Background: an optimization exercise with open tools, aiming at small area, a short achievable clock period and few clock cycles per item. Do not read the settings as production practice. The RTL was checked by simulation tests, not by an equivalence proof against the original design.

## design.v

```verilog
package fir_pkg;
    localparam int NTAPS = 65;
    localparam int DW    = 16;
    localparam int FRAC  = 13;
    localparam int ACCW  = 40;
    localparam int CAW   = 7;
    typedef enum logic [1:0] {
        ST_IDLE  = 2'd0,
        ST_MAC   = 2'd1,
        ST_DRAIN = 2'd2,
        ST_OUT   = 2'd3
    } fir_state_e;
endpackage
module fir_sample_line
#(
    parameter int NTAPS = fir_pkg::NTAPS,
    parameter int DW    = fir_pkg::DW,
    parameter int CAW   = fir_pkg::CAW
) (
    input  logic           clk,
    input  logic           reset_n,
    input  logic           wr_en,
    input  logic [DW-1:0]  wr_dat,
    input  logic [CAW-1:0] rd_off,
    output logic [DW-1:0]  rd_dat
);
    localparam logic [CAW-1:0] LAST  = CAW'(NTAPS - 1);
    localparam logic [CAW-1:0] DEPTH = CAW'(NTAPS);
    logic [CAW-1:0] wr_ptr_q, wr_ptr_d;
    logic [DW-1:0]  mem_q [NTAPS];
    logic [CAW-1:0] newest;
    logic [CAW-1:0] rd_idx;
    always_comb begin
        wr_ptr_d = wr_ptr_q;
        if (wr_en) begin
            wr_ptr_d = (wr_ptr_q == LAST) ? '0 : wr_ptr_q + 1'b1;
        end
        newest = (wr_ptr_q == '0) ? LAST : wr_ptr_q - 1'b1;
        rd_idx = (newest >= rd_off) ? newest - rd_off : newest - rd_off + DEPTH;
        rd_dat = mem_q[rd_idx];
    end
    always_ff @(posedge clk or negedge reset_n) begin
        if (!reset_n) begin
            wr_ptr_q <= '0;
        end else begin
            wr_ptr_q <= wr_ptr_d;
        end
    end
    for (genvar i = 0; i < NTAPS; i++) begin : g_mem
        always_ff @(posedge clk or negedge reset_n) begin
            if (!reset_n) begin
                mem_q[i] <= '0;
            end else if (wr_en && (wr_ptr_q == CAW'(i))) begin
                mem_q[i] <= wr_dat;
            end
        end
    end
endmodule
import fir_pkg::*;
module pulse_shape_fir #(
    parameter int NTAPS = fir_pkg::NTAPS,
    parameter int DW    = fir_pkg::DW,
    parameter int ACCW  = fir_pkg::ACCW
) (
    input  logic                    clk,
    input  logic                    reset_n,
    input  logic [DW-1:0]           sample_in,
    input  logic                    sample_valid,
    output logic                    ready,
    output logic [fir_pkg::CAW-1:0] coef_addr,
    input  logic [DW-1:0]           coef_in,
    output logic [DW-1:0]           y_out,
    output logic                    y_valid,
    output logic                    sample_drop
);
    localparam int PW = 2 * DW;
    localparam logic [CAW-1:0]         LAST_TAP = CAW'(NTAPS - 1);
    localparam logic signed [ACCW-1:0] RND_BIAS = {{(ACCW-FRAC){1'b0}}, 1'b1, {(FRAC-1){1'b0}}};
    localparam logic signed [ACCW-1:0] YMAX     = {{(ACCW-DW+1){1'b0}}, {(DW-1){1'b1}}};
    localparam logic signed [ACCW-1:0] YMIN     = {{(ACCW-DW+1){1'b1}}, {(DW-1){1'b0}}};
    fir_pkg::fir_state_e    state_q, state_d;
    logic [CAW-1:0]         tap_q, tap_d;
    logic                   ready_q, ready_d;
    logic                   y_vld_q, y_vld_d;
    logic                   drop_q, drop_d;
    logic [DW-1:0]          y_q, y_d;
    logic signed [PW-1:0]   prod_q, prod_d;
    logic                   prod_vld_q, prod_vld_d;
    logic signed [ACCW-1:0] acc_q, acc_d;
    logic signed [ACCW-1:0] acc_sum, rnd_sh;
    logic [DW-1:0]          y_sat;
    logic [DW-1:0]          x_rd;
    logic                   accept;
    assign accept           = sample_valid && (state_q == ST_IDLE);
    assign ready        = ready_q;
    assign coef_addr    = tap_q;
    assign y_out        = y_q;
    assign y_valid      = y_vld_q;
    assign sample_drop  = drop_q;
    fir_sample_line #(
        .NTAPS (NTAPS),
        .DW    (DW),
        .CAW   (CAW)
    ) u_line (
        .clk     (clk),
        .reset_n (reset_n),
        .wr_en   (accept),
        .wr_dat  (sample_in),
        .rd_off  (tap_q),
        .rd_dat  (x_rd)
    );
    always_comb begin
        prod_d     = PW'($signed(x_rd)) * PW'($signed(coef_in));
        prod_vld_d = (state_q == ST_MAC);
        acc_sum    = acc_q + ACCW'(prod_q);
        acc_d      = acc_q;
        if (accept) begin
            acc_d = '0;
        end else if (prod_vld_q) begin
            acc_d = acc_sum;
        end
        rnd_sh = (acc_sum + RND_BIAS) >>> FRAC;
        if (rnd_sh > YMAX) begin
            y_sat = {1'b0, {(DW-1){1'b1}}};
        end else if (rnd_sh < YMIN) begin
            y_sat = {1'b1, {(DW-1){1'b0}}};
        end else begin
            y_sat = rnd_sh[DW-1:0];
        end
        state_d = state_q;
        tap_d   = tap_q;
        y_d     = y_q;
        y_vld_d = 1'b0;
        drop_d  = sample_valid && (state_q != ST_IDLE);
        case (state_q)
            ST_IDLE: begin
                if (accept) begin
                    state_d = ST_MAC;
                    tap_d   = '0;
                end
            end
            ST_MAC: begin
                if (tap_q == LAST_TAP) begin
                    state_d = ST_DRAIN;
                    tap_d   = '0;
                end else begin
                    tap_d = tap_q + 1'b1;
                end
            end
            ST_DRAIN: begin
                state_d = ST_OUT;
                y_d     = y_sat;
                y_vld_d = 1'b1;
            end
            ST_OUT:  state_d = ST_IDLE;
            default: state_d = ST_IDLE;
        endcase
        ready_d = (state_d == ST_IDLE);
    end
    always_ff @(posedge clk or negedge reset_n) begin
        if (!reset_n) begin
            state_q    <= ST_IDLE;
            tap_q      <= '0;
            ready_q    <= 1'b1;
            y_vld_q    <= 1'b0;
            drop_q     <= 1'b0;
            y_q        <= '0;
            prod_q     <= '0;
            prod_vld_q <= 1'b0;
            acc_q      <= '0;
        end else begin
            state_q    <= state_d;
            tap_q      <= tap_d;
            ready_q    <= ready_d;
            y_vld_q    <= y_vld_d;
            drop_q     <= drop_d;
            y_q        <= y_d;
            prod_q     <= prod_d;
            prod_vld_q <= prod_vld_d;
            acc_q      <= acc_d;
        end
    end
endmodule
```

## run.sh

```bash
#!/bin/bash
# synth_recipe.tcl (not shown) runs the flow's synth.tcl, then flattens the netlist and writes it again
# the make line also repeats each setting of config.mk as NAME=value (left out here)
make -C /OpenROAD-flow-scripts/flow DESIGN_CONFIG=/design/flow/config.mk WORK_HOME=/design/flow/orfs CLKGATE_MAP_FILE= SYNTH_SCRIPT=/design/flow/synth_recipe.tcl finish
```

## config.mk

```make
export PLATFORM = sky130hd
export DESIGN_NAME = pulse_shape_fir
export DESIGN_NICKNAME = pulse_shape_fir
export VERILOG_FILES = /design/flow/design.v
export SDC_FILE = /design/flow/constraint.sdc
export NUM_CORES = 4
export LEC_CHECK = 0
export CAP_MARGIN = 20
export CORE_MARGIN = 2
export CORE_UTILIZATION = 40
export PLACE_DENSITY = 0.6
export SLEW_MARGIN = 20
```

## constraint.sdc

```tcl
create_clock -name core_clock -period 12.5 [get_ports {clk}]
set_input_delay 2.5000 -clock core_clock [delete_from_list [all_inputs] [get_ports {clk}]]
set_output_delay 2.5000 -clock core_clock [all_outputs]
set_load 0.01 [all_outputs]
```

==> results.sh <==
export IMPL_rows=148
export IMPL_fin_crit_ns=12.01
export IMPL_cp_num_buf_inv=8
export IMPL_crit_path_max_fanout=16
export IMPL_start_kind="register"
export IMPL_critPathArrivalTime_ns=12.65
export IMPL_first_pass_iters=6
export IMPL_cts_root_buf="clkbuf_16"
export IMPL_path_clk_slew_ns=0.05
export IMPL_final_area_mm2=0.0749
export IMPL_drc=0
export IMPL_synth_flop_cell="dfrtp_1"
export IMPL_min_path_type="register to register"
export IMPL_grt_overflow_total=0
export IMPL_setup_viol=0
export IMPL_htree_levels=4
export IMPL_yosysTopAreaCell="dfrtp_1"
export IMPL_async_reset_ff_share_pct=100
export IMPL_worstPathRequired_ns=13.15
export IMPL_layout_cells_non_filler=8129
export IMPL_die_x_um=408
export IMPL_tightest_slew_ns=1.16
export IMPL_start_util_pct=40.2
export IMPL_max_stage_delay_ns=0.64
export IMPL_vias=50300
export IMPL_fin_nets=6288
export IMPL_yosysUniqueCellTypes=110
export IMPL_synth_area_mm2=0.0652
export IMPL_clock_latency_ns=0.82
export IMPL_clock_skew_ns=0.0571
export IMPL_dpl_cell_count=7856
export IMPL_regArea_mm2=0.0287
export IMPL_cts_hold_buf=0
export IMPL_antenna_found_initial=9
export IMPL_worst_setup_path_type="register to register"
export IMPL_report_final_slew_viol_count=0
export IMPL_synthTopCellsByArea="dfrtp_1 (44%), mux2_2 (18%), fa_1 (8.1%)"
export IMPL_crit_path_end_kind="register"
export IMPL_dieArea_mm2=0.166
export IMPL_place_hpwl_um=164000
export IMPL_outcome="timing/DRC/antenna clean"
export IMPL_grt_max_degree=162
export IMPL_numCtsBuffers=131
export IMPL_hold_viol_final=0
export IMPL_cts_max_path_buffers=3
export IMPL_drt_vias_per_instance=6.19
export IMPL_relSlewSlack_pct=22.4
export IMPL_drt_wl_total_um=246000
export IMPL_yosysWarnings=3
export IMPL_ys_seq_area_share_pct=44.0
export IMPL_syn_num_nets=6146
export IMPL_synth_most_common_cell="dfrtp_1"
export IMPL_cpMaxStageDelayCell="fa_2"
export IMPL_io_buffers=60
export IMPL_core_area_mm2=0.162
export IMPL_fin_setup_tns_ns=0
export IMPL_die_y_um=408
export IMPL_syn_to_final_growth_pct=14.9
export IMPL_track_usage_pct=29.1
export IMPL_placed_area_mm2=0.0698
export IMPL_gp_congestion=0.981
export IMPL_synthCells=5710
export IMPL_drv_cap=0
export IMPL_fin_crit_sh_pct=96.0
export IMPL_yosysTopAreaCellShare_pct=44.0
export IMPL_io_pins=61
export IMPL_grt_pass1_wl_um=355000
export IMPL_fin_hold_ws_ns=0.486
export IMPL_drive_above_1_share_pct=30.5
export IMPL_clock_fmax_mhz=83.3
export IMPL_drtIter0Drc=6067
export IMPL_critical_path_top_delay_family="adder cells"
export IMPL_antenna_left=0
export IMPL_cts_sinks=1148
export IMPL_n_fill_cell=14900
export IMPL_wl_per_cell_um=30.2
export IMPL_synth_seq_cells=1148
export IMPL_grt_pass1_vias=49600
export IMPL_synth_top_cells_by_count="dfrtp_1 (1147), mux2_2 (1041), inv_1 (352), nor2_1 (313), clkbuf_1 (298)"
export IMPL_cts_tree="yes"
export IMPL_syn_area_per_cell_um2=11.4
export IMPL_multi_input_area_mm2=0.0341
export IMPL_synth_edf_count=0
==> worst min-delay path, stage by stage (launching register included) <==
cell and delay, ns:
dfrtp_1 0.33, nand2_1 0.05, o21ai_0 0.06
==> cells by family (layout without fill, tap and decap cells) <==
kind of cell	count (synthesis)	after routing	share of synthesized area, %
and+or+nand+nor	1365	1365	10.5
DFF	1148	1148	44.0
adders and majority gates	401	401	10.7
buffers and inverters	761	1001	4.64
xor gates and xnor gates	93	93	1.26
other	0	4	0
muxes	1086	1086	18.7
AOI/OAI and AO/OA	856	856	10.2
==> layer usage <==
layer	global-route usage [%]	wire length [um]	up-vias
li1	-	-	20800
met1	38.7	98400	26300
met2	44.7	110000	2638
met3	6.21	22600	621
met4	14.6	14300	4
met5	0	21	-
==> worst paths after layout <==
path,startpoint,end,slack (ns),cells after the start
max,u_line.wr_ptr_q[0],prod_q[30],0.49,43
min,y_q[15],y_q[15],0.49,2
max reg2reg,u_line.wr_ptr_q[0],prod_q[30],0.49,43
min reg2reg,y_q[15],y_q[15],0.49,2
max in group asynchronous,reset_n,u_line.mem_q[8][14],8.43,3
min in group asynchronous,reset_n,acc_q[38],1.70,1
==> layout by cell type (no fill, tap or decap), types with 27 or more instances in the layout <==
cell             count
o21ai_0             84
and2_1              57
ha_1               136
a22oi_1            131
a21oi_1            103
nand3_1            255
clkbuf_8            28
a22o_1              58
clkbuf_16          133
clkbuf_1            28
and3_1              61
a211oi_1            27
nor3_1              53
a32oi_1             40
nand2_1            274
inv_1              352
dfrtp_1           1146
mux2_2            1041
nor2_1             291
a221oi_1            28
or2_2               52
a222oi_1            42
nand4_1            105
clkdlybuf4s50_1     43
fa_1               263
mux2i_1             45
a31oi_1             39
buf_4              323
o211ai_1            33
xnor2_1             68
==> metrics by stage <==
| stage | setup WS [ns] | util (%) |
|---|---|---|
| 2_1_floorplan | 1.48 | - |
| 5_1_grt | -0.00505 | 46.1 |
| 6_report | 0.495 | 46.1 |
| 3_3_place_gp | -0.463 | 43.0 |
| 4_1_cts | 0.0951 | 45.7 |
| 3_5_place_dp | -0.0608 | 43.0 |
==> what timing repair did <==
item,CTS,global route
setup buffers,2,33
pin swaps,1,13
gates cloned,0,1
setup endpoints to repair,1,9
gates resized for setup,0,64
==> registers in the layout, summed over array words and instances, names as in the netlist <==
name and count:
drop_q 1, tap_q 7, y_q 16, u_line.mem_q 1040, acc_q 40, y_vld_q 1
u_line.wr_ptr_q 7, state_q 2, prod_q 32, ready_q 1, prod_vld_q 1
==> area by class of cell <==
type / count / share of cell area, %
clock buffers: 188 / 5.06
clock inverters: 43 / 0.878
well taps: 2175 / 3.63
flip-flops and latches: 1148 / 38.3
inverters: 355 / 1.78
repair buffers: 415 / 4.73
diodes: 4 / 0.0134
multi-input cells: 3801 / 45.6
Testbench counts, summed over its fixed seeds: cycles 65,280, items 960.

-- static timing again, ports no longer ideal --
No port has a modelled driver above. Below, the same layout with a new extraction and two added sets of constraints.
Step 1, drivers: a clkbuf_16 drives clk and a buf_2 each remaining input, both assumed.
Step 2, shift: input delay + t, output delay - t, t = (earliest + latest rising clock arrival at the registers) / 2. This alone moves slack from input paths to output paths.
Slacks: ideal / step 1 / step 2; pairs: ideal / step 1.
shift t [ns]: 0.876
setup WS [ns]: 0.495 / 0.495 / 0.495
worst setup path after step 2: register to register
slew at the worst register clock pin (ns): 0.08 / 0.08
After both steps this run still meets setup and hold. For this run, drivers alone change the setup slack by 0.000 ns; drivers and shift together by 0.000 ns.
